Context: an optimization exercise on an open-source flow, tuned for small area, a short achievable clock period and few clock cycles per item. The choices shown serve that exercise and are no tape-out recipe. Only simulation tests tie the RTL to the original design; equivalence was not proved. Power figures rest on the tool's default switching activity, not on a simulated workload.

### config.mk
export PLATFORM = sky130hd
export DESIGN_NAME = bds_top
export DESIGN_NICKNAME = bds_top
export VERILOG_FILES = /design/flow/design.v
export SDC_FILE = /design/flow/constraint.sdc
export NUM_CORES = 4
export LEC_CHECK = 0
export CAP_MARGIN = 20
export CORE_MARGIN = 2
export CORE_UTILIZATION = 50
export SETUP_SLACK_MARGIN = 4.5
export SLEW_MARGIN = 20
### constraint.sdc
create_clock -name core_clock -period 8.0 [get_ports {clk}]
set_input_delay 1.6000 -clock core_clock [delete_from_list [all_inputs] [get_ports {clk}]]
set_output_delay 1.6000 -clock core_clock [all_outputs]
set_load 0.01 [all_outputs]
### design.v
`timescale 1ns / 1ps
package bds_pkg;
  localparam int SBR_WIDTH   = 13;
  localparam int MAX_RATIO   = 32;
  localparam int FIRST_RATIO = 4;
  localparam int CLK_W       = 28;
  localparam int BAUD_W      = 23;
  localparam int OSR_W       = 5;
  localparam int RATIO_W     = 6;
  localparam int DIV_W       = 16;
  localparam int QUO_W       = 28;
  localparam int CNT_W       = 5;
  localparam logic [DIV_W-1:0] DIV_SAT = {DIV_W{1'b1}};
  localparam logic [OSR_W-1:0] EDGE_LOW  = OSR_W'(3);
  localparam logic [OSR_W-1:0] EDGE_HIGH = OSR_W'(6);
  typedef struct packed {
    logic [CLK_W-1:0]  clock_hz;
    logic [BAUD_W-1:0] baud_wanted;
  } query_t;
  typedef struct packed {
    logic [OSR_W-1:0]     osr_field;
    logic [SBR_WIDTH-1:0] sbr_divisor;
    logic                 both_edge;
    logic [CLK_W-1:0]     rate_error;
    logic                 divisor_overflow;
  } result_t;
  typedef struct packed {
    logic             start;
    logic [QUO_W-1:0] dividend;
    logic [QUO_W-1:0] divisor;
  } div_req_t;
  typedef struct packed {
    logic             done;
    logic [QUO_W-1:0] quotient;
  } div_rsp_t;
endpackage
`timescale 1ns / 1ps
module bds_divider
(
  input  logic [7:0] nr1,      
  input  logic [7:0] nr2,      
  input  logic [7:0] nr3,      
  input  logic [4:0] rem_in,   
  input  logic [1:0] bits,     
  output logic [4:0] rem_out,
  output logic [1:0] quo
);
  logic [6:0] t;
  logic [8:0] d1, d2, d3;
  assign t  = {rem_in, bits};
  assign d1 = {2'b0, t} + {1'b0, nr1};
  assign d2 = {2'b0, t} + {1'b0, nr2};
  assign d3 = {2'b0, t} + {1'b0, nr3};
  always_comb begin
    if (d3[8]) begin
      quo     = 2'd3;
      rem_out = d3[4:0];
    end else if (d2[8]) begin
      quo     = 2'd2;
      rem_out = d2[4:0];
    end else if (d1[8]) begin
      quo     = 2'd1;
      rem_out = d1[4:0];
    end else begin
      quo     = 2'd0;
      rem_out = t[4:0];
    end
  end
endmodule
module bds_add #(parameter int W = 25)   
(
  input  logic [W-1:0] a,
  input  logic [W-1:0] b,
  input  logic         ci,
  output logic [W-1:0] s,
  output logic         co
);
  localparam int L = 5;   
  logic [W:0] g [L+1];
  logic [W:0] p [L+1];
  always_comb begin
    g[0][0] = ci;
    p[0][0] = 1'b0;
    for (int i = 0; i < W; i++) begin
      g[0][i + 1] = a[i] & b[i];
      p[0][i + 1] = a[i] ^ b[i];
    end
    for (int l = 0; l < L; l++) begin
      for (int i = 0; i <= W; i++) begin
        if (((i >> l) & 1) == 1) begin
          g[l + 1][i] = g[l][i] | (p[l][i] & g[l][((i >> l) << l) - 1]);
          p[l + 1][i] = p[l][i] & p[l][((i >> l) << l) - 1];
        end else begin
          g[l + 1][i] = g[l][i];
          p[l + 1][i] = p[l][i];
        end
      end
    end
    for (int i = 0; i < W; i++) begin
      s[i] = p[0][i + 1] ^ g[L][i];
    end
    co = g[L][W];
  end
endmodule
`timescale 1ns / 1ps
module baud_divisor_search
(
  input  logic    clk,
  input  logic    rst,
  input  logic    query_valid,
  output logic    query_stall,
  input  bds_pkg::query_t  query,
  output logic    result_valid,
  input  logic    result_stall,
  output bds_pkg::result_t result
);
  localparam logic [3:0] S_IDLE  = 4'd0;
  localparam logic [3:0] S_QDIV  = 4'd1;
  localparam logic [3:0] S_START = 4'd2;
  localparam logic [3:0] S_SEL   = 4'd3;
  localparam logic [3:0] S_CAND  = 4'd4;
  localparam logic [3:0] S_DIV   = 4'd5;
  localparam logic [3:0] S_ESUB  = 4'd6;
  localparam logic [3:0] S_CMP   = 4'd7;
  localparam logic [3:0] S_FIN   = 4'd8;
  localparam logic [3:0] S_FIN2  = 4'd9;
  localparam logic [3:0] S_FIN3  = 4'd10;
  localparam logic [3:0] S_FSCAN = 4'd11;
  localparam logic [3:0] S_ACC   = 4'd12;
  localparam logic [3:0] S_OUT   = 4'd13;
  localparam logic [1:0] K_NORM = 2'd0;   
  localparam logic [1:0] K_BUMP = 2'd1;   
  localparam logic [1:0] K_SAT  = 2'd2;   
  localparam logic [1:0] K_ZERO = 2'd3;   
  logic [3:0]  state;
  logic        qs;
  logic [22:0] rem;
  logic [27:0] quo;
  logic [22:0] dvs;
  logic [4:0]  cnt;
  logic [1:0]  kind;
  logic [4:0]  osr;        
  logic [4:0]  cm;         
  logic        cdf;        
  logic [20:0] qv;         
  logic        qbig;       
  logic [5:0]  sosr;       
  logic [4:0]  mrem;       
  logic [3:0]  grp;        
  logic [1:0]  gbits;      
  logic        dffff;      
  logic        lastv;      
  logic [4:0]  mlast;      
  logic        dlast;      
  logic [5:0]  mmin;       
  logic        pend;       
  logic [22:0] best_err;
  logic [4:0]  best_osr;
  logic [1:0]  best_kind;
  logic [27:0] qc;
  logic [22:0] qb;
  assign qc = query.clock_hz;
  assign qb = query.baud_wanted;
  logic        inv;
  logic        cin;        
  logic [23:0] eval;
  logic [23:0] trial;
  logic [24:0] diff;
  logic        fits;
  logic        skip;
  logic        last;
  logic [22:0] rem_step;
  logic [27:0] quo_step;
  logic [4:0]  cnt_step;
  assign inv   = (kind == K_BUMP) || (kind == K_ZERO);
  always_ff @(posedge clk) begin
    cin <= !(state == S_DIV && last && inv);
  end
  assign trial = {rem, quo[27]};
  assign eval  = diff[23:0] ^ {24{inv}};
  logic        dco;
  bds_add #(.W(25)) u_sub (
    .a  ({1'b0, trial}),
    .b  ({2'b11, ~dvs}),
    .ci (cin),
    .s  (diff),
    .co (dco)
  );
  assign fits  = !diff[24];
  assign skip  = (cnt >= 5'd4) && (rem[22:19] == 4'd0) && ({rem[18:0], quo[27:24]} < dvs);
  always_comb begin
    if (skip) begin
      rem_step = {rem[18:0], quo[27:24]};
      quo_step = {quo[23:0], 4'b0};
      cnt_step = cnt - 5'd4;
      last     = (cnt == 5'd4);
    end else begin
      rem_step = fits ? diff[22:0] : trial[22:0];
      quo_step = {quo[26:0], fits};
      cnt_step = cnt - 5'd1;
      last     = (cnt == 5'd1);
    end
  end
  logic [3:0]  top;        
  logic [21:0] qpad;
  logic [1:0]  gtop;       
  logic [1:0]  gtop1;      
  logic [1:0]  gtop2;      
  logic [1:0]  gdec;       
  logic [4:0]  m_next;
  logic [1:0]  q2;
  logic        dffff_next;
  assign qpad = {1'b0, qv};
  always_comb begin
    top = 4'd0;
    for (int i = 1; i < 11; i++) begin
      if (|qpad[2*i +: 2]) top = 4'(i);
    end
    gtop  = 2'b0;
    gtop1 = 2'b0;
    gtop2 = 2'b0;
    gdec  = 2'b0;
    for (int i = 0; i < 11; i++) begin
      if (top == 4'(i)) gtop = qpad[2*i +: 2];
      if (top == 4'(i + 1)) gtop1 = qpad[2*i +: 2];
      if (top == 4'(i + 2)) gtop2 = qpad[2*i +: 2];
      if (grp == 4'(i + 1)) gdec = qpad[2*i +: 2];
    end
  end
  logic [7:0]  nr1, nr2, nr3;
  logic [5:0]  sosr_d;     
  logic        sosr_we;
  logic [5:0]  sosr_st;    
  logic [7:0]  nr3_d;
  assign nr1 = ~{3'b0, sosr[4:0]};
  assign nr2 = {nr1[6:0], 1'b0};
  always_ff @(posedge clk) begin
    if (sosr_we) nr3 <= nr3_d;
  end
  bds_divider u_div (
    .nr1     (nr1),
    .nr2     (nr2),
    .nr3     (nr3),
    .rem_in  (mrem),
    .bits    (gbits),
    .rem_out (m_next),
    .quo     (q2)
  );
  assign dffff_next = (grp <= 4'd7) ? (dffff & (&q2)) : dffff;
  logic        pre2;
  logic [4:0]  mrem_init;
  logic [3:0]  grp_init;
  logic [1:0]  gbits_init;
  logic        dffff_init;
  always_comb begin
    pre2 = (sosr_d >= 6'd15) && (top >= 4'd2);
    if (top == 4'd0) begin
      mrem_init  = 5'd0;
      grp_init   = 4'd0;
      gbits_init = gtop;
      dffff_init = 1'b0;
    end else if (pre2) begin
      mrem_init  = {1'b0, gtop, gtop1};
      grp_init   = top - 4'd2;
      gbits_init = gtop2;
      dffff_init = (top >= 4'd9);
    end else begin
      mrem_init  = {3'b0, gtop};
      grp_init   = top - 4'd1;
      gbits_init = gtop1;
      dffff_init = (top >= 4'd8);
    end
  end
  logic        sdh;        
  logic        dhi_next;
  logic        dlo2;       
  logic [1:0]  dlo4;       
  logic        dlh;        
  logic [4:0]  dll;        
  logic        clos;       
  assign dhi_next = sdh | ((grp >= 4'd3) ? (|q2) : (grp == 4'd2) ? q2[1] : 1'b0);
  logic        searching;   
  logic        sfin;        
  logic        srun;        
  logic        snew;        
  logic        sdone;       
  assign searching = (state == S_SEL) || (state == S_CAND) || (state == S_DIV) ||
                     (state == S_ESUB) || (state == S_CMP);
  assign sfin  = (mmin == 6'd0) || sosr[5] || ((qv[20:6] == 15'd0) && (qv[5:0] <= sosr));
  assign srun  = searching && !pend && !sfin && !snew;
  assign snew  = lastv && ({1'b0, mlast} < mmin);
  assign sdone = sfin && !lastv && !pend;
  logic        r4_norm;
  assign r4_norm = !qbig && (qv[20:18] == 3'd0) && (qv[17:2] != 16'd0);
  logic        exact4;
  assign exact4 = r4_norm && (qv[1:0] == 2'd0) && (rem < {2'b0, qv});
  logic        fin4;
  assign fin4 = (best_kind == K_NORM) && (best_osr == 5'd3);
  logic [6:0]  xadd;       
  logic [21:0] qsum;
  logic [5:0]  ratio;
  assign ratio = {1'b0, osr} + 6'd1;
  always_ff @(posedge clk) begin
    if (state == S_ESUB)     xadd <= {1'b0, ratio} - {2'b0, cm};
    else if (state == S_FIN) xadd <= {2'b0, best_osr} + 7'd1;
    else                     xadd <= 7'd0 - {2'b0, mlast};
  end
  assign qsum  = {1'b0, qv} + {{15{xadd[6]}}, xadd};
  logic        first;
  logic        lt;
  logic        ez;
  logic        go_bump;
  logic        is_sat;
  logic [4:0]  zosr;       
  logic        has_zero;
  assign first    = (osr == 5'd3) && (kind != K_BUMP);
  assign lt       = diff[24] || first;
  assign ez       = (trial == 24'd0);
  assign go_bump  = (kind == K_NORM) && lt && (osr != 5'd3) && !cdf && !ez && !clos;
  assign is_sat   = qbig || (qv[20:16] > osr);
  assign has_zero = (qv[20:5] == 16'd0);
  assign zosr     = (qv[4:0] < 5'd3) ? 5'd3 : qv[4:0];
  logic [3:0]  nxt_state;
  logic [1:0]  nxt_kind;
  logic        nxt_div;     
  always_comb begin
    nxt_state = S_SEL;
    nxt_kind  = K_SAT;
    nxt_div   = 1'b0;
    if (is_sat) begin
      nxt_state = S_DIV;
      nxt_div   = 1'b1;
    end else if (pend) begin
      nxt_state = S_CAND;
    end else if (sdone) begin
      if (has_zero) begin
        nxt_state = S_DIV;
        nxt_kind  = K_ZERO;
        nxt_div   = 1'b1;
      end else begin
        nxt_state = S_FIN;
      end
    end
  end
  always_ff @(posedge clk) begin
    if (rst) begin
      state        <= S_IDLE;
      qs           <= 1'b1;
      result_valid <= 1'b0;
    end else begin
      qs      <= 1'b1;
      case (state)
        S_IDLE: begin
          if (query_valid) state <= S_QDIV;
        end
        S_QDIV: begin
          if (last) state <= S_START;
        end
        S_START: begin
          state <= exact4 ? S_FIN : S_SEL;
          if (exact4) qs <= 1'b0;
        end
        S_SEL: begin
          state <= nxt_state;
        end
        S_CAND: state <= S_DIV;
        S_DIV: begin
          if (last) state <= S_ESUB;
        end
        S_ESUB: state <= S_CMP;
        S_CMP: begin
          if ((ez && kind != K_BUMP) || kind == K_ZERO) begin
            state <= S_FIN;
          end else if (go_bump) begin
            state <= S_DIV;
          end else if (kind == K_SAT && osr == 5'd31) begin
            state <= S_FIN;
          end else if (kind != K_SAT && pend) begin
            state <= S_CAND;
          end else begin
            state <= S_SEL;
          end
        end
        S_FIN: begin
          if (best_kind == K_SAT || best_kind == K_ZERO || fin4) begin
            if (!qs) begin
              state        <= S_OUT;
              result_valid <= 1'b1;
            end else begin
              state <= S_ACC;
              qs    <= 1'b0;
            end
          end else if (best_kind == K_BUMP) begin
            state <= S_FIN2;
          end else begin
            state <= S_FSCAN;
          end
        end
        S_FIN2:  state <= S_FIN3;
        S_FIN3:  state <= S_FSCAN;
        S_FSCAN: begin
          if (grp == 4'd1) qs <= 1'b0;
          if (grp == 4'd0) begin
            if (!qs) begin
              state        <= S_OUT;
              result_valid <= 1'b1;
            end else begin
              state <= S_ACC;
              qs    <= 1'b0;
            end
          end
        end
        S_ACC: begin
          state        <= S_OUT;
          result_valid <= 1'b1;
        end
        S_OUT: begin
          if (!result_stall) begin
            state        <= query_valid ? S_QDIV : S_IDLE;
            result_valid <= 1'b0;
          end
        end
        default: state <= S_IDLE;
      endcase
    end
  end
  always_ff @(posedge clk) begin
    case (state)
      S_IDLE, S_OUT: begin
        quo <= qc;
        rem <= '0;
        dvs <= qb;
        cnt <= 5'd28;
        osr <= 5'd3;
      end
      S_QDIV: begin
        rem <= rem_step;
        quo <= quo_step;
        cnt <= cnt_step;
        if (last) begin
          qv   <= quo_step[20:0];
          qbig <= |quo_step[27:21];
        end
      end
      S_SEL: begin
        quo  <= qc;
        rem  <= '0;
        cnt  <= 5'd28;
        kind <= nxt_kind;
        if (nxt_kind == K_ZERO) begin
          osr <= zosr;
          dvs <= {17'b0, {1'b0, zosr} + 6'd1};
        end else begin
          dvs <= {2'b0, osr, 11'h7FF, ~osr};
        end
      end
      S_CAND: begin
        osr  <= sosr[4:0] - 5'd1;
        cm   <= mlast;
        cdf  <= dlast;
        clos <= ({mlast, 1'b0} + 6'd3 <= sosr) && (dlh || (dll > mlast));
        dvs  <= {1'b0, qsum};
        quo  <= qc;
        rem  <= '0;
        cnt  <= 5'd28;
        kind <= K_NORM;
      end
      S_DIV: begin
        cnt <= cnt_step;
        if (last) begin
          dvs     <= qb;
          rem     <= quo_step[23:1];
          quo[27] <= quo_step[0];
        end else begin
          rem <= rem_step;
          quo <= quo_step;
        end
      end
      S_ESUB: begin
        dvs     <= best_err;
        rem     <= eval[23:1];
        quo[27] <= eval[0];
      end
      S_START: begin
        if (exact4) begin
          best_err  <= '0;
          best_kind <= K_NORM;
          best_osr  <= 5'd3;
        end
      end
      S_CMP: begin
        if (lt || (ez && kind != K_BUMP)) begin
          best_err  <= trial[22:0];
          best_kind <= kind;
          if (kind != K_BUMP) best_osr <= osr;
        end
        dvs  <= {1'b0, qsum};
        quo  <= qc;
        rem  <= '0;
        cnt  <= 5'd28;
        kind <= K_BUMP;
        if (kind == K_SAT) osr <= osr + 5'd1;
      end
      S_FIN: begin
        if (best_kind == K_SAT)  qv <= 21'd65535;
        if (best_kind == K_ZERO) qv <= 21'd1;
        if (fin4)                qv <= {2'b0, qv[20:2]};
        osr <= best_osr;
        cm  <= '0;
        quo <= '0;
      end
      S_FIN2: begin
        qv <= qsum[20:0];
      end
      S_FSCAN: begin
        quo <= {quo[25:0], q2};
        if (grp == 4'd0) qv <= {quo[18:0], q2};
      end
      default: begin
      end
    endcase
  end
  always_comb begin
    sosr_we = 1'b1;
    if (state == S_START) begin
      sosr_d = sosr_st;
    end else if (state == S_FIN || state == S_FIN3) begin
      sosr_d = {1'b0, best_osr};
    end else begin
      sosr_d  = sosr + 6'd1;
      sosr_we = searching && srun && (grp == 4'd0);
    end
  end
  always_ff @(posedge clk) begin
    if (sosr_we) sosr <= sosr_d;
  end
  always_comb begin
    if (r4_norm)   sosr_st = 6'd4;
    else if (qbig) sosr_st = 6'd32;
    else           sosr_st = (qv[20:16] < 5'd3) ? 6'd3 : {1'b0, qv[20:16]};
    if (state == S_START || state == S_FIN || state == S_FIN3)
      nr3_d = ~({2'b0, sosr_d} + {1'b0, sosr_d, 1'b0} + 8'd2);
    else
      nr3_d = nr3 - 8'd3;
  end
  always_ff @(posedge clk) begin
    if (state == S_START) begin
      mrem  <= mrem_init;
      grp   <= grp_init;
      gbits <= gbits_init;
      dffff <= dffff_init;
      sdh   <= 1'b0;
      dlo2  <= 1'b0;
      dlo4  <= 2'b0;
      mmin  <= 6'd32;
      pend  <= 1'b0;
      if (r4_norm) begin
        lastv <= 1'b1;
        mlast <= {3'b0, qv[1:0]};
        dlast <= (qv[17:2] == 16'hFFFF);
        dlh   <= |qv[20:7];
        dll   <= qv[6:2];
      end else begin
        lastv <= 1'b0;
      end
    end else if (state == S_FIN || state == S_FIN3) begin
      mrem  <= mrem_init;
      grp   <= grp_init;
      gbits <= gbits_init;
      lastv <= 1'b0;
      pend  <= 1'b0;
    end else if (state == S_FSCAN) begin
      mrem  <= m_next;
      grp   <= grp - 4'd1;
      gbits <= gdec;
    end else if (searching) begin
      if (state == S_CAND) pend <= 1'b0;
      if (snew) begin
        pend <= 1'b1;
        mmin <= {1'b0, mlast};
      end
      lastv <= 1'b0;
      if (srun) begin
        if (grp == 4'd0) begin
          lastv <= 1'b1;
          mlast <= m_next;
          dlast <= dffff_next;
          dlh   <= dhi_next;
          dll   <= {dlo2, dlo4, q2};
          sdh   <= 1'b0;
          dlo2  <= 1'b0;
          dlo4  <= 2'b0;
          mrem  <= mrem_init;
          grp   <= grp_init;
          gbits <= gbits_init;
          dffff <= dffff_init;
        end else begin
          mrem  <= m_next;
          grp   <= grp - 4'd1;
          gbits <= gdec;
          dffff <= dffff_next;
          sdh   <= dhi_next;
          if (grp == 4'd1) dlo4 <= q2;
          if (grp == 4'd2) dlo2 <= q2[0];
        end
      end
    end
  end
  assign query_stall = qs;
  always_comb begin
    result.osr_field        = best_osr;
    result.sbr_divisor      = qv[bds_pkg::SBR_WIDTH-1:0];
    result.both_edge        = (best_osr >= bds_pkg::EDGE_LOW) && (best_osr <= bds_pkg::EDGE_HIGH);
    result.rate_error       = {5'b0, best_err};
    result.divisor_overflow = |qv[15:bds_pkg::SBR_WIDTH];
  end
endmodule
`timescale 1ns / 1ps
module bds_top
(
  input  logic        clk,
  input  logic        rst,
  input  logic        query_valid,
  output logic        query_stall,
  input  logic [27:0] query_clock_hz,
  input  logic [22:0] query_baud_wanted,
  output logic        result_valid,
  input  logic        result_stall,
  output logic [4:0]  result_osr_field,
  output logic [12:0] result_sbr_divisor,
  output logic        result_both_edge,
  output logic [27:0] result_rate_error,
  output logic        result_divisor_overflow
);
  bds_pkg::query_t  query;
  bds_pkg::result_t result;
  assign query.clock_hz    = query_clock_hz;
  assign query.baud_wanted = query_baud_wanted;
  baud_divisor_search u_search (
    .clk          (clk),
    .rst          (rst),
    .query_valid  (query_valid),
    .query_stall  (query_stall),
    .query        (query),
    .result_valid (result_valid),
    .result_stall (result_stall),
    .result       (result)
  );
  assign result_osr_field        = result.osr_field;
  assign result_sbr_divisor      = result.sbr_divisor;
  assign result_both_edge        = result.both_edge;
  assign result_rate_error       = result.rate_error;
  assign result_divisor_overflow = result.divisor_overflow;
endmodule
### run.sh
#!/bin/bash
# synth_recipe.tcl (not shown) runs the flow's synth.tcl, then flattens the netlist and writes it again
# the make line also repeats each setting of config.mk as NAME=value (left out here)
make -C /OpenROAD-flow-scripts/flow DESIGN_CONFIG=/design/flow/config.mk WORK_HOME=/design/flow/orfs CLKGATE_MAP_FILE= SYNTH_SCRIPT=/design/flow/synth_recipe.tcl finish
==> reports/summary.md, run 1 <==
Run status
* result of the run: no timing/DRC/antenna violations

Synth
* cell types occupying the most area after synthesis: edfxtp_1 (31%), ha_1 (12%), nand2_1 (4.1%)
* library cell occupying the most area in the post-synthesis netlist: edfxtp_1
* leading cell type by number of instances after synthesis: nand2_1
* Cell Area, Synth: 17700 um^2
* most frequent cells after synthesis: nand2_1 (196), edfxtp_1 (184), ha_1 (170), nor2_1 (164)
* number of warnings issued by yosys: 5
* Synth Area per Inst: 8.77 um^2
* post-synthesis register bit count: 209
* share of flip-flops with an asynchronous set or reset: 0%
* Yosys cell types: 83
* gate count after technology mapping: 2023
* number of enable-type register cells in the synthesized netlist: 184
* commonest register cell after synthesis: edfxtp_1
* area share of the leading cell type in the synthesized netlist: 31.1%
* portion of the post-synthesis area used by sequential elements: 33.9%

Timing
* final-layout setup total negative slack: 0 ns
* setup violation total in the final timing report: 0
* Worst Setup Slack, final: 4.43 ns
* Worst Tran Pin Value: 1.06 ns
* final number of hold-violating endpoints: 0
* Achievable Freq: 280 MHz
* max-slew violations: 0
* minimum clock period after layout: 3.57 ns
* Final Cycle Share: 44.6%
* worst relative slew slack: 28.9%
* unrepaired setup endpoints after global routing: yes
* clock tree skew after final layout: 0.0139 ns

Detailed routing
* number of remaining DRC errors: 0
* average via count per standard cell: 6.55
* DRT antenna net count: 0
* length of the first detailed-routing pass in iterations: 9
* aggregate routed wire length: 72800 um
* total vias in the final route: 17400
* post-DR wirelength/cell: 27.4 um
* Iter 0 DRT Violations: 2357

Floorplan
* Core Box Area: 35200 um^2
* die width: 192 um
* Die Ht: 192 um
* number of top-level pins: 105
* Initial Util: 50.4%
* number of core rows: 69
* overall die area: 37000 um^2

Clock network
* CTS Buffer Depth: 3
* clock root cell: clkbuf_16
* clock-pin slew reported for the worst setup and hold paths after clock tree synthesis: 0.07 ns
* TritonCTS buffer count: 26
* Hold Buf Count CTS: 0
* total number of H-tree levels: 1
* clock tree from TritonCTS: done
* Clock Latency Late Sink: 0.56 ns
* CTS sink cnt: 209

Placed design
* worst-case setup slack after placement: 3.20 ns
* routability congestion estimate from global placement: 1.05
* Final HPWL DP: 52800 um
* number of buffer cells added on primary ports: 99
* Placed Area: 19100 um^2

Layout
* layout cell share with drive strength beyond 1: 15.7%
* nets: 2414
* filler cell count: 3094
* final core utilization: 61.6%
* relative area change from synthesis to final layout: 22.2%
* final non-filler cell area: 21700 um^2

GRT
* maximum number of pins on one net before global-route repair: 42
* overflow left after global routing: 0
* number of global-route vias before repair: 16400
* initial antenna violation count: 1
* wire length of the first global-routing pass: 105000 um
* global router's overall resource usage: 38.6%

Job
* Max Cap Violations: 0

Setup path
* critical setup path kind: reg -> reg
* nature of the critical path startpoint: flip-flop
* worst setup path startpoint: u_search.rem[7]$_DFFE_PP_
* CP arrival: 3.87 ns
* Max Fanout on Critical Path: 6
* setup slack of the most critical reg-to-reg path: 4.43 ns
* CP required: 8.31 ns
* Crit. End Element: flip-flop
* worst reg2reg path startpoint: u_search.rem[7]$_DFFE_PP_

Power and ir drop
* leakage power summed over all cells: 8.84 nW
* Pwr per Cell Area: 350 nW/um^2
* peak supply drop: 270 uV

Min path
* worst hold start: u_search.sdh$_SDFFE_PP0P_
* path category of the worst min-delay check: reg -> reg

[registers in the layout (all words and copies together) (netlist names), 2 cells and up]
register	flops
u_search.rem	23
u_search.xadd	7
u_search.dvs	23
u_search.nr3	8
u_search.cm	5
u_search.kind	2
u_search.sosr	6
u_search.dll	5
u_search.quo	28
u_search.gbits	2
u_search.best_err	23
u_search.qv	21
u_search.mlast	5
u_search.mmin	6
u_search.mrem	5
u_search.cnt	5
u_search.grp	4
u_search.state	4
u_search.osr	5
u_search.best_kind	2
u_search.best_osr	5
u_search.dlo4	2
[report_power, final]
group	internal, W	leakage, nW	switching [W]
sequential	0.00167	1.98	0.000313
combinational	0.00173	6.42	0.00263
clock	0.000757	0.446	0.000505
[final cells by class]
class,count,area (um^2),share of cell area (%)
inverter,127,498,2.30
clock inverter,16,176,0.813
timing repair inverter,2,25.0,0.115
multi-input combinational,1567,11500,52.8
tap,461,577,2.66
clock buffer,31,711,3.28
sequential,209,6030,27.8
timing repair buffer,244,2220,10.2
antenna,1,2.50,0.0115
[cell usage in the layout, fill, tap and decap left out, drive strengths merged, types with 20 or more instances in the layout]
| cell type | instances |
|---|---|
| nand2 | 196 |
| edfxtp | 184 |
| ha | 170 |
| nor2 | 165 |
| o21ai | 144 |
| buf | 143 |
| a21oi | 142 |
| inv | 124 |
| clkdlybuf4s50 | 97 |
| xnor2 | 73 |
| nand3 | 47 |
| a21o | 45 |
| nor3 | 38 |
| mux2i | 37 |
| a211oi | 35 |
| nand2b | 33 |
| clkbuf | 31 |
| o22ai | 30 |
| a31oi | 29 |
| a22oi | 28 |
| xor2 | 26 |
| and2 | 25 |
| dfxtp | 25 |
| nor4 | 23 |
| nand4 | 22 |
| o211ai | 20 |
[path summary, 6_finish.rpt]
check	to	cells past startpoint
worst max-delay path	u_search.rem[2]$_DFFE_PP_	14
worst min-delay path	u_search.sdh$_SDFFE_PP0P_	2
worst max register to register	u_search.rem[2]$_DFFE_PP_	14
worst min register to register	u_search.sdh$_SDFFE_PP0P_	2
[what timing repair did]
item                                    4_1_cts  5_1_grt
pin swaps                                    24       46
cloned                                        4        1
endpoints found under the setup margin      192      119
gates resized for setup                      86      106
setup buffers                                77       34
[critical path, stage by stage (launching register included)]
cell and delay, ns:
edfxtp_1 0.44, ha_1 0.34, a211o_1 0.29, a21oi_2 0.12, o21ai_1 0.11, a211oi_2 0.26, o21ai_4 0.11, buf_12 0.14
mux2_4 0.30, or3_4 0.39, buf_12 0.14, and2_4 0.19, clkinv_8 0.06, nor2_4 0.05, a221o_1 0.36
[logic make-up after synthesis]
| family | after synthesis | synth area share (%) |
|---|---|---|
| xor gates and xnor gates | 101 | 5.14 |
| other | 1 | 0.0211 |
| DFF | 209 | 33.9 |
| adders and majority gates | 182 | 13.3 |
| buffers and inverters | 252 | 5.79 |
| muxes | 44 | 2.68 |
| and+or+nand+nor | 620 | 16.5 |
| AOI/OAI and AO/OA | 614 | 22.6 |
[metal layers]
layer | track usage [%] | up-vias | part of all wire (%) | wire (um)
met5 | 0 | - | 0.018 | 13
met4 | 24.7 | 2 | 7.7 | 5590
met3 | 6.75 | 230 | 9.1 | 6640
met2 | 60.3 | 1049 | 45 | 32400
met1 | 49.5 | 8322 | 39 | 28100
li1 | - | 7813 | - | -
[stage by stage]
step / hold WS [ns] / instances / total power, W
after CTS: 0.456 / 2622 / 0.00735
after floorplan: 0.400 / 2027 / 0.00462
final: 0.455 / 2658 / 0.00760
after detailed placement: 0.449 / 2494 / 0.00584
after global placement: 0.437 / 2494 / 0.00583
after global routing: 0.494 / 2657 / 0.00800
Testbench counts, summed over its fixed seeds: cycles 16,795, queries 256.
==> inputs of run 2 (changes only) <==
--- a/config.mk
+++ b/config.mk
@@ -7,6 +7,6 @@
 export LEC_CHECK = 0
 export CAP_MARGIN = 20
 export CORE_MARGIN = 2
-export CORE_UTILIZATION = 50
+export CORE_UTILIZATION = 60
 export SETUP_SLACK_MARGIN = 4.5
 export SLEW_MARGIN = 20
==> reports/summary.md, run 2 <==
Layout
* layout cell share with drive strength beyond 1: 16.4%
* register with the highest flop count: u_search.quo
* nets: 2437
* filler cell count: 2133
* multi-input logic area: 11500 um^2
* most used cells in the layout excluding fill and tap cells: nand2_1 (189), edfxtp_1 (184), ha_1 (165), buf_4 (152), nor2_1 (150)
* number of flip-flops under the largest register name: 28
* area taken by flip-flops and latches: 6030 um^2
* number of diodes added for antenna fixing: 0
* most common cell after layout, fill and taps aside: nand2_1
* relative area change from synthesis to final layout: 22.4%

Floorplan
* number of top-level pins: 105
* Die Ht: 176 um
* Core Box Area: 28900 um^2
* die width: 176 um
* Initial Util: 61.3%
* number of core rows: 62
* overall die area: 31000 um^2

Synth
* post-synthesis register bit count: 209
* number of enable-type register cells in the synthesized netlist: 184
* most frequent cells after synthesis: nand2_1 (196), edfxtp_1 (184), ha_1 (170), nor2_1 (164)
* commonest register cell after synthesis: edfxtp_1
* leading cell type by number of instances after synthesis: nand2_1
* Synth Area per Inst: 8.77 um^2
* gate count after technology mapping: 2023
* portion of the post-synthesis area used by sequential elements: 33.9%
* Yosys cell types: 83
* Cell Area, Synth: 17700 um^2
* library cell occupying the most area in the post-synthesis netlist: edfxtp_1
* number of warnings issued by yosys: 5
* share of flip-flops with an asynchronous set or reset: 0%
* cell types occupying the most area after synthesis: edfxtp_1 (31%), ha_1 (12%), nand2_1 (4.1%)
* area share of the leading cell type in the synthesized netlist: 31.1%

Timing
* unrepaired setup endpoints after global routing: yes
* max-slew violations: 0
* minimum clock period after layout: 3.56 ns
* worst relative slew slack: 26.9%
* Achievable Freq: 281 MHz
* clock tree skew after final layout: 0.0210 ns
* Final Cycle Share: 44.5%
* Worst Tran Pin Value: 1.09 ns
* final number of hold-violating endpoints: 0
* final-layout setup total negative slack: 0 ns
* setup violation total in the final timing report: 0

Clock network
* TritonCTS buffer count: 26
* total number of H-tree levels: 1
* clock-pin slew reported for the worst setup and hold paths after clock tree synthesis: 0.06 ns
* Clock Latency Late Sink: 0.56 ns
* clock root cell: clkbuf_16
* CTS sink cnt: 209
* Hold Buf Count CTS: 0
* CTS Buffer Depth: 3
* clock tree from TritonCTS: done

Placed design
* number of buffer cells added on primary ports: 99
* routability congestion estimate from global placement: 1.02
* Final HPWL DP: 49100 um

Setup path
* most frequent CP cell: buf_4
* critical setup path kind: reg -> out
* CP arrival: 1.96 ns
* critical-path cell with the highest stage delay: edfxtp_1
* Worst R2R Path Depth: 11
* delay of the slowest cell on the worst path: 0.48 ns
* CP required: 6.40 ns
* worst reg2reg path startpoint: u_search.qv[20]$_DFFE_PP_
* reg2reg end: u_search.dvs[20]$_DFFE_PP_
* cells along the critical path: buf_4, buf_4, buf_4, clkdlybuf4s50_1
* Max Fanout on Critical Path: 3
* nature of the critical path startpoint: flip-flop
* setup slack of the most critical reg-to-reg path: 4.47 ns
* Crit. End Element: output port

GRT
* overflow left after global routing: 0
* initial antenna violation count: 0
* number of global-route vias before repair: 16700
* maximum number of pins on one net before global-route repair: 45
* wire length of the first global-routing pass: 102000 um
* global router's overall resource usage: 43.4%

Detailed routing
* DRT antenna net count: 0
* number of remaining DRC errors: 0
* average via count per standard cell: 7.00
* top sig layer: met4
* post-DR wirelength/cell: 26.8 um
* Iter 0 DRT Violations: 2457
* detailed-routing wirelength on met1: 25700 um
* total vias in the final route: 18200
* total met2 wirelength after detailed routing: 29800 um
* Met3 Routed Length: 8810 um
* length of the first detailed-routing pass in iterations: 7
* aggregate routed wire length: 69800 um

Min path
* path category of the worst min-delay check: reg -> reg
* worst hold start: u_search.mmin[5]$_SDFFE_PP1P_
* hold path depth: 2
* endpoint of the worst hold path: u_search.mmin[5]$_SDFFE_PP1P_

Power and ir drop
* peak supply drop: 267 uV
* post-layout power: 0.00761 W
* Pwr per Cell Area: 350 nW/um^2
* leakage power summed over all cells: 8.93 nW

Job
* Max Cap Violations: 0

Run status
* result of the run: no timing/DRC/antenna violations

run 2: cell families (layout without fill, tap and decap cells):
| kind of cell | count (synthesis) | count (layout) | synth area share (%) |
|---|---|---|---|
| DFF | 209 | 209 | 33.9 |
| adders and majority gates | 182 | 182 | 13.3 |
| buffers and inverters | 252 | 443 | 5.79 |
| other | 1 | 5 | 0.0211 |
| xor gates and xnor gates | 101 | 101 | 5.14 |
| and+or+nand+nor | 620 | 622 | 16.5 |
| AOI/OAI and AO/OA | 614 | 614 | 22.6 |
| muxes | 44 | 44 | 2.68 |
run 2: critical path: cells and delay by family (launching register included):
family | cells | cell delay [ns]
buffers and inverters | 4 | 0.94
flip-flops | 1 | 0.48
run 2: how the worst max path moves through the flow:
stage / depth (start not counted) / slack [ns] / endpoint / from
2_1_floorplan: 10 / 4.49 / u_search.qv[0]$_DFFE_PP_ / u_search.rem[9]$_DFFE_PP_
3_3_place_gp: 13 / 3.26 / u_search.rem[7]$_DFFE_PP_ / u_search.rem[9]$_DFFE_PP_
3_5_place_dp: 13 / 3.19 / u_search.rem[7]$_DFFE_PP_ / u_search.rem[9]$_DFFE_PP_
4_1_cts: 10 / 4.51 / u_search.dvs[19]$_DFFE_PP_ / u_search.qv[14]$_DFFE_PP_
5_1_grt: 15 / 4.42 / u_search.mrem[0]$_DFFE_PP_ / u_search.qv[13]$_DFFE_PP_
6_report: 4 / 4.44 / result_sbr_divisor[6] / u_search.qv[6]$_DFFE_PP_
run 2: what timing repair did:
item                                   4_1_cts  5_1_grt
setup endpoints to repair                  179      113
gates cloned                                 3        1
buffers inserted                            91       51
endpoints found under the hold margin        0        0
pin swaps                                   17       57
gates resized for setup                     77      124
run 2: per-layer routing:
layer | vias up | track usage [%]
met5 | - | 0
li1 | 7865 | -
met2 | 1527 | 64.4
met4 | 0 | 27.1
met3 | 320 | 9.71
met1 | 8529 | 57.6
run 2: through the flow:
step / cell area [um^2] / std cells / setup slack (ns) / hold slack [ns] / utilization, %
after global placement: 19000 / 2410 / 3.26 / 0.438 / 65.5
after global routing: 21700 / 2604 / 4.42 / 0.502 / 75.1
after CTS: 20800 / 2552 / 4.51 / 0.477 / 71.9
after detailed placement: 19000 / 2410 / 3.19 / 0.466 / 65.5
after floorplan: 17800 / 2027 / 4.49 / 0.400 / -
final: 21700 / 2604 / 4.44 / 0.481 / 75.1
run 2: cell type report:
| cell class | count | share of cell area, % |
|---|---|---|
| Multi-Input combinational cell | 1568 | 53.0 |
| Clock buffer | 37 | 3.37 |
| Tap cell | 384 | 2.21 |
| Clock inverter | 11 | 0.478 |
| Sequential cell | 209 | 27.7 |
| Inverter | 127 | 2.34 |
| Timing Repair inverter | 1 | 0.0403 |
| Timing Repair Buffer | 267 | 10.8 |
run 2: report_power, final:
part | switching, W | internal [W]
logic | 0.00266 | 0.00178
clock network | 0.000487 | 0.000699
registers | 0.000301 | 0.00167
==> inputs of run 3 (changes only) <==
--- a/design.v
+++ b/design.v
@@ -206,6 +206,7 @@
   logic [1:0]  gtop;       
   logic [1:0]  gtop1;      
   logic [1:0]  gtop2;      
+  logic [1:0]  gtop3;      
   logic [1:0]  gdec;       
   logic [4:0]  m_next;
   logic [1:0]  q2;
@@ -219,11 +220,13 @@
     gtop  = 2'b0;
     gtop1 = 2'b0;
     gtop2 = 2'b0;
+    gtop3 = 2'b0;
     gdec  = 2'b0;
     for (int i = 0; i < 11; i++) begin
       if (top == 4'(i)) gtop = qpad[2*i +: 2];
       if (top == 4'(i + 1)) gtop1 = qpad[2*i +: 2];
       if (top == 4'(i + 2)) gtop2 = qpad[2*i +: 2];
+      if (top == 4'(i + 3)) gtop3 = qpad[2*i +: 2];
       if (grp == 4'(i + 1)) gdec = qpad[2*i +: 2];
     end
   end
@@ -248,17 +251,24 @@
   );
   assign dffff_next = (grp <= 4'd7) ? (dffff & (&q2)) : dffff;
   logic        pre2;
+  logic        pre3;
   logic [4:0]  mrem_init;
   logic [3:0]  grp_init;
   logic [1:0]  gbits_init;
   logic        dffff_init;
   always_comb begin
-    pre2 = (sosr_d >= 6'd15) && (top >= 4'd2);
+    pre3 = (top >= 4'd3) && ({gtop, gtop1, gtop2} <= sosr_d);
+    pre2 = (top >= 4'd2) && ({2'b0, gtop, gtop1} <= sosr_d);
     if (top == 4'd0) begin
       mrem_init  = 5'd0;
       grp_init   = 4'd0;
       gbits_init = gtop;
       dffff_init = 1'b0;
+    end else if (pre3) begin
+      mrem_init  = {gtop[0], gtop1, gtop2};
+      grp_init   = top - 4'd3;
+      gbits_init = gtop3;
+      dffff_init = (top >= 4'd10);
     end else if (pre2) begin
       mrem_init  = {1'b0, gtop, gtop1};
       grp_init   = top - 4'd2;
--- a/config.mk
+++ b/config.mk
@@ -7,6 +7,6 @@
 export LEC_CHECK = 0
 export CAP_MARGIN = 20
 export CORE_MARGIN = 2
-export CORE_UTILIZATION = 60
+export CORE_UTILIZATION = 50
 export SETUP_SLACK_MARGIN = 4.5
 export SLEW_MARGIN = 20
==> reports/summary.md, run 3 <==
Synth
* adder and majority gate portion of the synthesized area: 13.6%
* simple-gate share of the synthesized area: 16.8%
* Cell Area, Synth: 18600 um^2
* library cell occupying the most area in the post-synthesis netlist: edfxtp_1
* area share of the leading cell type in the synthesized netlist: 29.6%
* post-synthesis compound-gate area fraction: 23.9%
* leading cell type by number of instances after synthesis: nand2_1
* Synth Area per Inst: 8.70 um^2
* area share of xor/xnor cells in the synthesized design: 4.89%
* commonest register cell after synthesis: edfxtp_1
* post-synthesis register bit count: 209
* share of flip-flops with an asynchronous set or reset: 0%
* gate count after technology mapping: 2142
* Yosys cell types: 97
* portion of the post-synthesis area used by sequential elements: 32.3%
* most frequent cells after synthesis: nand2_1 (229), edfxtp_1 (184), ha_1 (183), nor2_1 (174), a21oi_1 (164)
* number of warnings issued by yosys: 5
* main combinational cell family by area after synthesis: compound AO/OA/AOI/OAI gates
* number of enable-type register cells in the synthesized netlist: 184
* portion of netlist area occupied by mux cells: 2.74%
* cell types occupying the most area after synthesis: edfxtp_1 (30%), ha_1 (12%), nand2_1 (4.6%)

Power and ir drop
* leakage power summed over all cells: 9.34 nW
* peak supply drop: 283 uV
* Reg power frac: 29.6%
* post-layout power: 0.00612 W
* part of the total power dissipated in combinational logic: 51.0%
* Clock Power Share: 19.4%
* switching share of power: 43.8%
* Pwr per Cell Area: 266 nW/um^2
* P_sw: 0.00268 W
* Cell Int Power: 0.00344 W

Timing
* worst hold-check slack: 0.451 ns
* max-slew violations: 0
* clock tree skew after final layout: 0.0158 ns
* Achievable Freq: 210 MHz
* unrepaired setup endpoints after global routing: yes
* worst relative slew slack: 30.3%
* Final Cycle Share: 59.5%
* Worst Tran Pin Value: 1.03 ns
* setup violation total in the final timing report: 0
* final-layout setup total negative slack: 0 ns
* minimum clock period after layout: 4.76 ns
* final number of hold-violating endpoints: 0

Floorplan
* overall die area: 38800 um^2
* number of core rows: 70
* Initial Util: 50.8%
* Core Box Area: 36700 um^2
* die width: 197 um
* Die Ht: 197 um
* number of top-level pins: 105

Setup path
* CP arrival: 5.05 ns
* critical setup path kind: reg -> reg
* Top delay family on crit path: compound AO/OA/AOI/OAI gates
* nature of the critical path startpoint: flip-flop
* total buffers and inverters traversed by the critical path: 1
* setup slack of the most critical reg-to-reg path: 3.24 ns
* CP required: 8.29 ns
* critical-path cell with the highest stage delay: or4_4
* cells along the critical path: or4_4, o21bai_4, a31oi_4, inv_4, ha_4, and3_4, or4_4, a211o_1, o311a_1, ha_2, nor2b_1, o21a_1, o21a_1, o21ai_1, a21o_1, o21a_4, or2_4, o221ai_2, o22ai_2
* Max Fanout on Critical Path: 8
* Crit. End Element: flip-flop
* delay of the slowest cell on the worst path: 0.58 ns

Layout
* area taken by flip-flops and latches: 6030 um^2
* filler cell count: 3159
* most common cell after layout, fill and taps aside: nand2_1
* layout cell share with drive strength beyond 1: 17.5%
* nets: 2590
* relative area change from synthesis to final layout: 23.7%
* number of flip-flops under the largest register name: 28
* register with the highest flop count: u_search.quo
* most used cells in the layout excluding fill and tap cells: nand2_1 (224), edfxtp_1 (184), ha_1 (172), buf_4 (171), nor2_1 (160)
* multi-input logic area: 12500 um^2

Min path
* path category of the worst min-delay check: reg -> reg

Detailed routing
* total vias in the final route: 19000
* post-DR wirelength/cell: 27.7 um
* DRT antenna net count: 0
* Iter 0 DRT Violations: 2423
* aggregate routed wire length: 78300 um
* length of the first detailed-routing pass in iterations: 7
* number of remaining DRC errors: 0
* average via count per standard cell: 6.72

Clock network
* CTS Buffer Depth: 3
* Clock Latency Late Sink: 0.57 ns
* clock tree from TritonCTS: done
* clock-pin slew reported for the worst setup and hold paths after clock tree synthesis: 0.06 ns
* total number of H-tree levels: 1
* Hold Buf Count CTS: 0
* CTS sink cnt: 209
* TritonCTS buffer count: 26
* clock root cell: clkbuf_16

Placed design
* routability congestion estimate from global placement: 0.967
* Final HPWL DP: 55100 um
* number of buffer cells added on primary ports: 99

GRT
* global router's overall resource usage: 39.5%
* maximum number of pins on one net before global-route repair: 51
* initial antenna violation count: 3
* wire length of the first global-routing pass: 114000 um
* number of global-route vias before repair: 17600
* overflow left after global routing: 0

Run status
* result of the run: no timing/DRC/antenna violations

Job
* Max Cap Violations: 0

-- run 3: worst paths after layout --
path | startpoint | end | cells past startpoint
hold reg to reg | u_search.dlast$_DFFE_PP_ | u_search.cdf$_DFFE_PP_ | 0
setup / recovery | u_search.qv[14]$_DFFE_PP_ | u_search.mrem[0]$_DFFE_PP_ | 19
setup reg to reg | u_search.qv[14]$_DFFE_PP_ | u_search.mrem[0]$_DFFE_PP_ | 19
hold / removal | u_search.dlast$_DFFE_PP_ | u_search.cdf$_DFFE_PP_ | 0
-- run 3: repair_timing --
action,in CTS,in global routing
gates cloned,7,0
pin swaps,33,34
setup buffers,105,55
gates resized for setup,95,89
setup endpoints to repair,219,124
-- run 3: metrics by stage --
step	cell area [um^2]	std cells	util [%]	setup WS [ns]
2_1_floorplan	18900	2146	-	3.48
3_3_place_gp	20000	2613	54.6	2.43
3_5_place_dp	20000	2613	54.6	2.31
4_1_cts	22200	2771	60.5	3.30
5_1_grt	23000	2827	62.8	3.14
6_report	23000	2828	62.8	3.24
-- run 3: layer usage --
| layer | vias to the layer above | global-route usage [%] | share of wire, % |
|---|---|---|---|
| li1 | 8365 | - | - |
| met1 | 9161 | 56.3 | 41 |
| met2 | 1262 | 57.0 | 41 |
| met3 | 210 | 10.5 | 13 |
| met4 | 2 | 15.4 | 4.5 |
| met5 | - | 0 | 0.023 |
-- run 3: cell type report --
cell class / count / area share, %
diodes: 2 / 0.0217
clock buffers: 32 / 3.01
clock inverters: 14 / 0.565
inverters: 124 / 2.16
multi-input cells: 1685 / 54.1
flip-flops and latches: 209 / 26.2
well taps: 468 / 2.54
repair buffers: 293 / 11.4
repair inverters: 1 / 0.0326
-- run 3: power by group through the flow --
stage,Sequential (W),Clock (W),Combinational (W)
after floorplan,0.00170,0,0.00190
after global placement,0.00186,0,0.00261
after detailed placement,0.00186,0,0.00264
after CTS,0.00179,0.00119,0.00291
after global routing,0.00182,0.00122,0.00335
final,0.00181,0.00119,0.00313
-- run 3: logic make-up (layout without fill, tap and decap cells) --
logic type | Yosys count | after routing
and+or+nand+nor | 664 | 665
other | 1 | 7
DFF | 209 | 209
xor gates and xnor gates | 104 | 104
adders and majority gates | 195 | 195
buffers and inverters | 254 | 464
muxes | 48 | 48
AOI/OAI and AO/OA | 667 | 668
-- run 3: worst reg2reg max path: cells and delay by family (launching register included) --
kind                       cells  cell delay (ns)
adders and majority gates      2             0.41
DFF                            1             0.46
AOI/OAI and AO/OA             11             1.96
buffers and inverters          1             0.11
and+or+nand+nor                5             1.54
Testbench counts of run 3, summed over its fixed seeds: cycles 16,274, queries 256.
==> inputs of run 4 (changes only) <==
--- a/design.v
+++ b/design.v
@@ -206,7 +206,6 @@
   logic [1:0]  gtop;       
   logic [1:0]  gtop1;      
   logic [1:0]  gtop2;      
-  logic [1:0]  gtop3;      
   logic [1:0]  gdec;       
   logic [4:0]  m_next;
   logic [1:0]  q2;
@@ -220,13 +219,11 @@
     gtop  = 2'b0;
     gtop1 = 2'b0;
     gtop2 = 2'b0;
-    gtop3 = 2'b0;
     gdec  = 2'b0;
     for (int i = 0; i < 11; i++) begin
       if (top == 4'(i)) gtop = qpad[2*i +: 2];
       if (top == 4'(i + 1)) gtop1 = qpad[2*i +: 2];
       if (top == 4'(i + 2)) gtop2 = qpad[2*i +: 2];
-      if (top == 4'(i + 3)) gtop3 = qpad[2*i +: 2];
       if (grp == 4'(i + 1)) gdec = qpad[2*i +: 2];
     end
   end
@@ -251,24 +248,17 @@
   );
   assign dffff_next = (grp <= 4'd7) ? (dffff & (&q2)) : dffff;
   logic        pre2;
-  logic        pre3;
   logic [4:0]  mrem_init;
   logic [3:0]  grp_init;
   logic [1:0]  gbits_init;
   logic        dffff_init;
   always_comb begin
-    pre3 = (top >= 4'd3) && ({gtop, gtop1, gtop2} <= sosr_d);
-    pre2 = (top >= 4'd2) && ({2'b0, gtop, gtop1} <= sosr_d);
+    pre2 = (sosr_d >= 6'd15) && (top >= 4'd2);
     if (top == 4'd0) begin
       mrem_init  = 5'd0;
       grp_init   = 4'd0;
       gbits_init = gtop;
       dffff_init = 1'b0;
-    end else if (pre3) begin
-      mrem_init  = {gtop[0], gtop1, gtop2};
-      grp_init   = top - 4'd3;
-      gbits_init = gtop3;
-      dffff_init = (top >= 4'd10);
     end else if (pre2) begin
       mrem_init  = {1'b0, gtop, gtop1};
       grp_init   = top - 4'd2;
@@ -311,9 +301,10 @@
   logic [5:0]  ratio;
   assign ratio = {1'b0, osr} + 6'd1;
   always_ff @(posedge clk) begin
-    if (state == S_ESUB)     xadd <= {1'b0, ratio} - {2'b0, cm};
-    else if (state == S_FIN) xadd <= {2'b0, best_osr} + 7'd1;
-    else                     xadd <= 7'd0 - {2'b0, mlast};
+    if (state == S_ESUB)       xadd <= {1'b0, ratio} - {2'b0, cm};
+    else if (state == S_FIN)   xadd <= {2'b0, best_osr} + 7'd1;
+    else if (state == S_START) xadd <= 7'd0 - {5'b0, qv[1:0]};
+    else                       xadd <= 7'd0 - {2'b0, mlast};
   end
   assign qsum  = {1'b0, qv} + {{15{xadd[6]}}, xadd};
   logic        first;
@@ -367,7 +358,7 @@
           if (last) state <= S_START;
         end
         S_START: begin
-          state <= exact4 ? S_FIN : S_SEL;
+          state <= exact4 ? S_FIN : r4_norm ? S_CAND : S_SEL;
           if (exact4) qs <= 1'b0;
         end
         S_SEL: begin
@@ -562,16 +553,17 @@
       sdh   <= 1'b0;
       dlo2  <= 1'b0;
       dlo4  <= 2'b0;
-      mmin  <= 6'd32;
-      pend  <= 1'b0;
+      lastv <= 1'b0;
       if (r4_norm) begin
-        lastv <= 1'b1;
+        mmin  <= {4'b0, qv[1:0]};
+        pend  <= 1'b1;
         mlast <= {3'b0, qv[1:0]};
         dlast <= (qv[17:2] == 16'hFFFF);
         dlh   <= |qv[20:7];
         dll   <= qv[6:2];
       end else begin
-        lastv <= 1'b0;
+        mmin  <= 6'd32;
+        pend  <= 1'b0;
       end
     end else if (state == S_FIN || state == S_FIN3) begin
       mrem  <= mrem_init;
--- a/config.mk
+++ b/config.mk
@@ -7,6 +7,6 @@
 export LEC_CHECK = 0
 export CAP_MARGIN = 20
 export CORE_MARGIN = 2
-export CORE_UTILIZATION = 50
+export CORE_UTILIZATION = 55
 export SETUP_SLACK_MARGIN = 4.5
 export SLEW_MARGIN = 20
==> reports/summary.md, run 4 <==
Layout
* layout cell share with drive strength beyond 1: 14.5%
* relative area change from synthesis to final layout: 20.3%
* final core utilization: 67.1%
* most used cells in the layout excluding fill and tap cells: nand2_1 (212), edfxtp_1 (190), nor2_1 (176), ha_1 (167), o21ai_0 (138)
* nets: 2437
* register with the highest flop count: u_search.quo
* most common cell after layout, fill and taps aside: nand2_1
* filler cell count: 2790
* number of flip-flops under the largest register name: 28

Detailed routing
* post-DR wirelength/cell: 27.9 um
* average via count per standard cell: 6.94
* aggregate routed wire length: 74300 um
* length of the first detailed-routing pass in iterations: 8
* DRT antenna net count: 0
* total vias in the final route: 18500
* number of remaining DRC errors: 0
* Iter 0 DRT Violations: 2588

GRT
* global router's overall resource usage: 42.0%
* number of global-route vias before repair: 17500
* maximum number of pins on one net before global-route repair: 43
* wire length of the first global-routing pass: 107000 um
* initial antenna violation count: 2
* overflow left after global routing: 0

Timing
* max-slew violations: 0
* Worst Tran Pin Value: 1.09 ns
* final-layout setup total negative slack: 0 ns
* worst relative slew slack: 26.4%
* minimum clock period after layout: 3.59 ns
* Final Cycle Share: 44.9%
* unrepaired setup endpoints after global routing: yes
* final number of hold-violating endpoints: 0
* clock tree skew after final layout: 0.0199 ns
* Worst Setup Slack, final: 4.41 ns
* setup violation total in the final timing report: 0
* Achievable Freq: 278 MHz

Power and ir drop
* part of the total power dissipated in combinational logic: 50.9%
* Reg power frac: 28.6%
* leakage power summed over all cells: 8.79 nW
* Clock Power Share: 20.5%
* peak supply drop: 275 uV
* Pwr per Cell Area: 293 nW/um^2
* Cell Int Power: 0.00363 W
* switching share of power: 43.3%
* P_sw: 0.00276 W

Floorplan
* Die Ht: 186 um
* number of core rows: 66
* Core Box Area: 32500 um^2
* Initial Util: 55.7%
* overall die area: 34400 um^2
* number of top-level pins: 105
* die width: 186 um

Synth
* number of enable-type register cells in the synthesized netlist: 190
* Yosys cell types: 88
* leading cell type by number of instances after synthesis: nand2_1
* portion of the post-synthesis area used by sequential elements: 33.6%
* number of warnings issued by yosys: 5
* library cell occupying the most area in the post-synthesis netlist: edfxtp_1
* most frequent cells after synthesis: nand2_1 (218), edfxtp_1 (190), nor2_1 (185), ha_1 (171), o21ai_0 (147)
* Cell Area, Synth: 18100 um^2
* cell types occupying the most area after synthesis: edfxtp_1 (31%), ha_1 (12%), nand2_1 (4.5%)
* area share of the leading cell type in the synthesized netlist: 31.5%
* share of flip-flops with an asynchronous set or reset: 0%
* Synth Area per Inst: 8.82 um^2
* post-synthesis register bit count: 209
* gate count after technology mapping: 2056
* commonest register cell after synthesis: edfxtp_1

Setup path
* Max Fanout on Critical Path: 17
* CP required: 8.33 ns
* nature of the critical path startpoint: flip-flop
* CP arrival: 3.92 ns
* critical setup path kind: reg -> reg
* Crit. End Element: flip-flop

Clock network
* CTS Buffer Depth: 3
* clock-pin slew reported for the worst setup and hold paths after clock tree synthesis: 0.06 ns
* CTS sink cnt: 209
* TritonCTS buffer count: 26
* total number of H-tree levels: 1
* Hold Buf Count CTS: 0
* clock root cell: clkbuf_16
* Clock Latency Late Sink: 0.57 ns
* clock tree from TritonCTS: done

Placed design
* routability congestion estimate from global placement: 1.03
* worst-case setup slack after placement: 3.48 ns
* number of buffer cells added on primary ports: 99
* Final HPWL DP: 52700 um

Run status
* result of the run: no timing/DRC/antenna violations

Min path
* path category of the worst min-delay check: reg -> reg

Job
* Max Cap Violations: 0

==> run 4: changes by cell type after synthesis, moves of 10 or more <==
cell      delta
a21oi_1     -28
xor2_1      -20
xnor2_1     +17
o211ai_1    -15
a31oi_1     -13
and2_1      -13
ha_1        -12
nand2_1     -11
nor2_1      +11
nand3_1     -10
==> run 4: worst paths after layout <==
| path | start | end | slack (ns) | cells past startpoint |
|---|---|---|---|---|
| setup / recovery | u_search.qv[13]$_DFFE_PP_ | u_search.gbits[1]$_DFFE_PP_ | 4.41 | 12 |
| hold / removal | u_search.dlast$_DFFE_PP_ | u_search.cdf$_DFFE_PP_ | 0.46 | 0 |
| setup reg to reg | u_search.qv[13]$_DFFE_PP_ | u_search.gbits[1]$_DFFE_PP_ | 4.41 | 12 |
| hold reg to reg | u_search.dlast$_DFFE_PP_ | u_search.cdf$_DFFE_PP_ | 0.46 | 0 |
==> run 4: layout make-up <==
type	count	area, um^2	share of cell area, %
multi-input cells	1607	11700	53.7
clock inverters	19	262	1.20
clock buffers	29	662	3.03
well taps	442	553	2.53
repair buffers	228	2040	9.37
diodes	1	2.50	0.0115
inverters	127	480	2.20
flip-flops and latches	209	6100	27.9
==> run 4: kinds of logic (layout without fill, tap and decap cells) <==
kind of cell	after synthesis	count (layout)	synth area share [%]
AO/OA/AOI/OAI	601	603	22.1
XOR/XNOR	103	103	5.13
adder cells (fa/ha/maj)	183	183	13.1
buffers and inverters	249	403	5.91
flip-flops	209	209	33.6
multiplexers	54	54	3.12
other	1	6	0.0207
AND/OR/NAND/NOR	656	659	17.1
==> run 4: repair_timing <==
action | in CTS | in global routing
setup buffers | 61 | 31
setup endpoints to repair | 258 | 148
gates cloned | 6 | 1
pin swaps | 23 | 28
gates resized for setup | 95 | 77
==> run 4: routing by layer <==
layer / global-route usage (%) / vias up / wire, um
met5: 0 / - / 27
met4: 23.1 / 4 / 4910
met3: 7.79 / 320 / 8410
met2: 69.0 / 1367 / 33800
met1: 52.3 / 8856 / 27100
li1: - / 7936 / -
==> run 4: worst max-delay path, cell delays in order (launching register included) <==
cell	delay (ns)
edfxtp_1	0.46
buf_4	0.20
buf_4	0.18
or4_4	0.58
nor3_4	0.22
a211oi_2	0.10
buf_6	0.20
nor2_4	0.17
mux2i_1	0.10
a2111oi_1	0.46
a31oi_1	0.23
a211o_1	0.34
o311ai_1	0.12
==> run 4: power groups by stage <==
stage / registers (W) / clock network [W] / logic [W]
global route: 0.00183 / 0.00134 / 0.00346
CTS: 0.00180 / 0.00130 / 0.00293
global placement: 0.00182 / 0 / 0.00267
detailed placement: 0.00183 / 0 / 0.00269
floorplan: 0.00167 / 0 / 0.00197
finish: 0.00183 / 0.00131 / 0.00325
==> run 4: stage by stage <==
stage / instance area [um^2] / hold WS, ns / total power [W] / instances
after CTS: 21200 / 0.445 / 0.00603 / 2628
after global routing: 21800 / 0.444 / 0.00663 / 2661
after floorplan: 18200 / 0.400 / 0.00365 / 2060
final: 21800 / 0.456 / 0.00639 / 2662
after global placement: 19400 / 0.403 / 0.00449 / 2513
after detailed placement: 19400 / 0.437 / 0.00452 / 2513
Testbench counts of run 4, summed over its fixed seeds: cycles 16,411, queries 256.
==> inputs of run 5 (changes only) <==
--- a/config.mk
+++ b/config.mk
@@ -7,6 +7,6 @@
 export LEC_CHECK = 0
 export CAP_MARGIN = 20
 export CORE_MARGIN = 2
-export CORE_UTILIZATION = 55
+export CORE_UTILIZATION = 50
 export SETUP_SLACK_MARGIN = 4.5
 export SLEW_MARGIN = 20
==> reports/summary.md, run 5 <==
Run status
* result of the run: no timing/DRC/antenna violations

Layout
* most used cells in the layout excluding fill and tap cells: nand2_1 (212), edfxtp_1 (190), nor2_1 (174), ha_1 (167), o21ai_0 (137)
* most common cell after layout, fill and taps aside: nand2_1
* relative area change from synthesis to final layout: 20.9%
* number of diodes added for antenna fixing: 0
* nets: 2450
* register with the highest flop count: u_search.quo
* final core utilization: 61.5%
* number of flip-flops under the largest register name: 28
* layout cell share with drive strength beyond 1: 14.7%

Timing
* worst relative slew slack: 22.3%
* setup violation total in the final timing report: 0
* clock tree skew after final layout: 0.0140 ns
* Achievable Freq: 272 MHz
* Worst Tran Pin Value: 1.16 ns
* unrepaired setup endpoints after global routing: yes
* max-slew violations: 0
* final number of hold-violating endpoints: 0
* final-layout setup total negative slack: 0 ns
* Final Cycle Share: 46.0%
* minimum clock period after layout: 3.68 ns

Detailed routing
* average via count per standard cell: 6.71
* post-DR wirelength/cell: 28.0 um
* number of remaining DRC errors: 0
* aggregate routed wire length: 75300 um
* length of the first detailed-routing pass in iterations: 22
* DRT antenna net count: 0
* Iter 0 DRT Violations: 2219
* total vias in the final route: 18100

GRT
* number of global-route vias before repair: 17100
* met3 track demand over resource: 6.89%
* layer with the highest usage after global routing: met2
* overflow left after global routing: 0
* wire length of the first global-routing pass: 109000 um
* met2 track utilization from global routing: 61.3%
* maximum number of pins on one net before global-route repair: 44
* met1 usage in global routing: 50.0%
* initial antenna violation count: 0
* global router's overall resource usage: 38.5%

Min path
* path category of the worst min-delay check: reg -> reg

Power and ir drop
* Pwr per Cell Area: 293 nW/um^2
* post-layout power: 0.00642 W
* peak supply drop: 281 uV
* leakage power summed over all cells: 8.88 nW

Setup path
* Max Fanout on Critical Path: 5
* nature of the critical path startpoint: flip-flop
* critical setup path kind: reg -> reg
* CP required: 8.30 ns
* CP arrival: 3.97 ns
* Crit. End Element: flip-flop

Clock network
* CTS sink cnt: 209
* TritonCTS buffer count: 26
* Clock Latency Late Sink: 0.57 ns
* clock-pin slew reported for the worst setup and hold paths after clock tree synthesis: 0.06 ns
* Hold Buf Count CTS: 0
* clock tree from TritonCTS: done
* total number of H-tree levels: 1
* clock root cell: clkbuf_16
* CTS Buffer Depth: 3

Placed design
* number of buffer cells added on primary ports: 99
* Final HPWL DP: 54200 um
* routability congestion estimate from global placement: 0.961

Synth
* Synth Area per Inst: 8.82 um^2
* most frequent cells after synthesis: nand2_1 (218), edfxtp_1 (190), nor2_1 (185), ha_1 (171), o21ai_0 (147)
* Yosys cell types: 88
* portion of the post-synthesis area used by sequential elements: 33.6%
* cell types occupying the most area after synthesis: edfxtp_1 (31%), ha_1 (12%), nand2_1 (4.5%)
* gate count after technology mapping: 2056
* share of flip-flops with an asynchronous set or reset: 0%
* leading cell type by number of instances after synthesis: nand2_1
* number of warnings issued by yosys: 5
* Cell Area, Synth: 18100 um^2
* commonest register cell after synthesis: edfxtp_1
* area share of the leading cell type in the synthesized netlist: 31.5%
* post-synthesis register bit count: 209
* number of enable-type register cells in the synthesized netlist: 190
* library cell occupying the most area in the post-synthesis netlist: edfxtp_1

Floorplan
* Initial Util: 50.9%
* number of top-level pins: 105
* die width: 194 um
* Die Ht: 194 um
* overall die area: 37800 um^2
* Core Box Area: 35700 um^2
* number of core rows: 69

Job
* Max Cap Violations: 0

[run 5: cell counts after synthesis]
Identical to the previous run, type by type.
[run 5: routing by layer]
metal	vias to the layer above	wire length [um]	part of all wire [%]
li1	7951	-	-
met1	8670	29100	39
met2	1175	33700	45
met3	274	7830	10
met4	0	4690	6.2
met5	-	0	0
[run 5: path summary, 6_finish.rpt]
kind                             start                         to  slack (ns)  depth (start not counted)
max          u_search.qv[15]$_DFFE_PP_  u_search.dvs[2]$_DFFE_PP_        4.32                          9
min           u_search.dlast$_DFFE_PP_     u_search.cdf$_DFFE_PP_        0.43                          0
min reg2reg   u_search.dlast$_DFFE_PP_     u_search.cdf$_DFFE_PP_        0.43                          0
max reg2reg  u_search.qv[15]$_DFFE_PP_  u_search.dvs[2]$_DFFE_PP_        4.32                          9
[run 5: worst max-delay path, stage by stage (launching register included)]
cell and delay, ns:
edfxtp_1 0.48, or4_4 0.63, or4b_4 0.55, nor4_4 0.25
nor4b_4 0.37, nand3_4 0.16, nor2_1 0.12, a21oi_1 0.05
a222oi_1 0.65, a21oi_1 0.13
[run 5: final cells by class]
cell class | count | area, um^2
Clock buffer | 35 | 734
Inverter | 127 | 484
Sequential cell | 209 | 6090
Clock inverter | 13 | 134
Timing Repair Buffer | 243 | 2280
Fill cell | 3198 | 13700
Multi-Input combinational cell | 1605 | 11600
Tap cell | 461 | 577
[run 5: what timing repair did]
item / in CTS / in global routing
buffers inserted: 70 / 36
gates resized for setup: 64 / 86
pin swaps: 20 / 32
setup endpoints to repair: 226 / 116
gates cloned: 7 / 2
[run 5: where the power goes]
part / internal (W) / leakage, nW / total (W) / switching [W]
Clock: 0.000709 / 0.418 / 0.00123 / 0.000518
Combinational: 0.00144 / 6.39 / 0.00342 / 0.00198
Sequential: 0.00152 / 2.07 / 0.00177 / 0.000255
[run 5: metrics by stage]
stage | area, um^2 | hold slack, ns | setup slack, ns | instances
2_1_floorplan | 18200 | 0.400 | 4.54 | 2060
3_3_place_gp | 19400 | 0.418 | 3.48 | 2530
3_5_place_dp | 19400 | 0.417 | 3.40 | 2530
4_1_cts | 21300 | 0.429 | 4.39 | 2655
5_1_grt | 21900 | 0.428 | 4.35 | 2693
6_report | 21900 | 0.433 | 4.32 | 2693
[run 5: cells by family after synthesis]
logic type | Yosys count | synth area share [%]
buffers and inverters | 249 | 5.91
AND/OR/NAND/NOR | 656 | 17.1
other | 1 | 0.0207
adder cells (fa/ha/maj) | 183 | 13.1
multiplexers | 54 | 3.12
flip-flops | 209 | 33.6
XOR/XNOR | 103 | 5.13
AO/OA/AOI/OAI | 601 | 22.1

==> what the ideal ports hide <==
The results above use ideal ports. As a check the final layouts listed here were re-extracted and re-timed, cells and wires unchanged.
Step 1 (the two cells are an assumption about what drives the block):
set clk [get_ports {clk}]
set_driving_cell -lib_cell sky130_fd_sc_hd__clkbuf_16 $clk
set_driving_cell -lib_cell sky130_fd_sc_hd__buf_2 [delete_from_list [all_inputs] $clk]
Step 2 adds t to the input delays and takes it off the output delays; t is the mean of the earliest and latest rising clock arrival at the registers after step 1. Input paths then give back, and output paths get back, about the clock's delay inside the block.
a / b / c = ideal ports / drivers / drivers and shift; a / b = the first two.
run	t, ns	setup slack, ns	clock arrival spread, ns	slew at the worst register clock pin (ns)	pins driven straight from the clock port
run 1	0.611	4.434 / 4.434 / 4.434	0.014 / 0.014	0.07 / 0.07	1
run 2	0.602	4.444 / 4.389 / 4.467	0.022 / 0.022	0.07 / 0.07	1
run 3	0.614	3.239 / 3.239 / 3.239	0.016 / 0.016	0.07 / 0.07	1
run 4	0.615	4.407 / 4.407 / 4.407	0.019 / 0.020	0.07 / 0.07	1
run 5	0.621	4.324 / 4.324 / 4.324	0.014 / 0.014	0.06 / 0.06	1
After both steps setup and hold are still met in every run listed.
